Source: an optimization exercise on an open RTL-to-GDS flow (aim: small area, a short achievable clock period and few clock cycles per item). Production flows keep margins and buffers that such runs may drop.
The RTL was checked by simulation tests, not by an equivalence proof against the original design.

==> job 1759 <==
==> flow/design.v (excerpt) <==
module bfu_dif_pipe (
  input  logic               clk,
  input  logic               rst,
  input  logic               in_valid,
  output logic               in_ready,
  input  logic               scale,
  input  logic signed [15:0] a_re,
  input  logic signed [15:0] a_im,
  input  logic signed [15:0] b_re,
  input  logic signed [15:0] b_im,
  input  logic signed [15:0] tw_re,
  input  logic signed [15:0] tw_im,
  output logic               out_valid,
  input  logic               out_ready,
  output logic signed [15:0] x_re,
  output logic signed [15:0] x_im,
  output logic signed [15:0] y_re,
  output logic signed [15:0] y_im
);
  logic en;
  assign en       = ~out_valid | out_ready;
  assign in_ready = en;
  logic n1, n2, n3, n4, n5, n6, n7, n8;
  logic n9, n10, n11, n12, n13, n14, n15, n16;
  logic n17, n18, n19, n20, n21, n22, n23, n24;
  logic n25, n26, n27, n28, n29, n30, n31, n32;
  logic n33, n34, n35, n36, n37, n38, n39, n40;
  logic n41, n42, n43, n44, n45, n46, n47, n48;
  logic n49, n50, n51, n52, n53, n54, n55, n56;
  logic n57, n58, n59, n60, n61, n62, n63, n64;
  logic n65, n66, n67, n68, n69, n70, n71, n72;
  logic n73, n74, n75, n76, n77, n78, n79, n80;
  logic n81, n82, n83, n84, n85, n86, n87, n88;
  ...
==> flow/config.mk <==
export PLATFORM = sky130hd
export DESIGN_NAME = bfu_dif_pipe
export DESIGN_NICKNAME = bfu_dif_pipe
export VERILOG_FILES = /design/flow/design.v
export SDC_FILE = /design/flow/constraint.sdc
export NUM_CORES = 4
export LEC_CHECK = 0
export ABC_AREA = 1
export CAP_MARGIN = 20
export CORE_MARGIN = 2
export CORE_UTILIZATION = 40
export SETUP_SLACK_MARGIN = 4
export SLEW_MARGIN = 20
export SYNTH_HIERARCHICAL = 1
==> flow/constraint.sdc <==
create_clock -name core_clock -period 8.0 [get_ports {clk}]
set_input_delay 1.6000 -clock core_clock [delete_from_list [all_inputs] [get_ports {clk}]]
set_output_delay 1.6000 -clock core_clock [all_outputs]
set_load 0.01 [all_outputs]
run.sh (not shown) runs the stock make flow with config.mk's settings and CLKGATE_MAP_FILE= SYNTH_SCRIPT=/design/flow/synth_recipe.tcl, a recipe that flattens the netlist after the stock synthesis.
==> job 9337: changes against job 1759 <==
==> flow/flow/run.sh (new file) <==
#!/bin/bash
# Own layout flow: the standard flow (standard.sh: standard synthesis,
# floorplan, placement, CTS, routing, finish) with one change: the buffer that
# port buffering puts on every input and output port is
# sky130_fd_sc_hd__buf_2 instead of buffer_ports' default choice
# (clkdlybuf4s50_1, a slower and larger delay buffer).
cp standard.sh standard_sh.txt
export BUFFER_PORTS_ARGS="-buffer_cell sky130_fd_sc_hd__buf_2"
bash standard.sh > standard.log 2>&1
status=$?
grep -h "RSZ-002[78]" orfs/logs/*/*/*/3_3_place_gp.log > port_buffers.log 2>&1
exit $status
==> flow/standard.sh (new file) <==
#!/bin/bash
# synth_recipe.tcl (not shown) runs the flow's synth.tcl, then flattens the netlist and writes it again
# the make line also repeats each setting of config.mk as NAME=value (left out here)
make -C /OpenROAD-flow-scripts/flow DESIGN_CONFIG=/design/flow/config.mk WORK_HOME=/design/flow/orfs CLKGATE_MAP_FILE= SYNTH_SCRIPT=/design/flow/synth_recipe.tcl "${@:-finish}"
--- a/flow/config.mk
+++ b/flow/config.mk
@@ -8,7 +8,7 @@
 export ABC_AREA = 1
 export CAP_MARGIN = 20
 export CORE_MARGIN = 2
-export CORE_UTILIZATION = 40
+export CORE_UTILIZATION = 60
 export SETUP_SLACK_MARGIN = 4
 export SLEW_MARGIN = 20
 export SYNTH_HIERARCHICAL = 1
removed: flow/run.sh
==> qor summary <==
	job 1759	job 9337
Overall fraction of global-route tracks in use	0.246	0.371
Ratio of routed vias to standard cells	5.70	6.36
Met3 Track Usage GR	0.0734	0.111
M1 WL	48.9 mm	46.2 mm
Finished Layout Cells	5229	4798
Buffering stage count on the worst path with inverters included	2	0
Peak Freq	0.249 GHz	0.252 GHz
DP HPWL	84.0 mm	82.9 mm
Pre-CTS setup slack	2.95 ns	3.34 ns
Total setup buffers inserted after CTS	33	22
Startpoint of the lowest-slack register-to-register path	neg_r2[6]	one_r2[0]
Area of the core region	98100 sq um	65500 sq um
Total of fill cells in the finished design	9185	5235
Area growth from synthesis to final layout	14.7%	10.3%
Fraction of standard cell area that is sequential	0.252	0.262
Status	finished clean	finished clean
Width of the die	318 um	261 um
Required time of the worst setup path	8.36 ns	8.34 ns
Final worst slack	3.99 ns	4.03 ns
Hold_ws	0.414 ns	0.409 ns
Testbench counts of job 1759, summed over its fixed seeds: cycles 12,024, items 12,000.
Testbench counts of job 9337, summed over its fixed seeds: cycles 12,024, items 12,000.

what the ideal ports hide:
The flow's constraints put no driver on any port. The routed layouts listed below were extracted and timed again, unchanged, in two steps. Step 1 (the two cells are an assumption about what drives the block):
set clk [get_ports {clk}]
set_driving_cell -lib_cell sky130_fd_sc_hd__clkbuf_16 $clk
set_driving_cell -lib_cell sky130_fd_sc_hd__buf_2 [delete_from_list [all_inputs] $clk]
Step 2, shift: input delay + t, output delay - t, t = (earliest + latest rising clock arrival at the registers) / 2. This alone moves slack from input paths to output paths. Three values: ideal, step 1, step 2; two values: the first two.
| run | t (ns) | setup WS [ns] | hold WS [ns] | worst setup path after step 2 | clock arrival spread, ns |
|---|---|---|---|---|---|
| job 1759 | 0.686 | 3.988 / 3.988 / 3.582 | 0.414 / 0.414 / 0.414 | input to register | 0.028 / 0.028 |
| job 9337 | 0.663 | 4.027 / 4.027 / 3.595 | 0.409 / 0.409 / 0.409 | input to register | 0.034 / 0.033 |
After both steps setup and hold are still met in every run listed. For job 9337, which loses most, drivers alone change the setup slack by 0.000 ns; drivers and shift together by -0.432 ns.
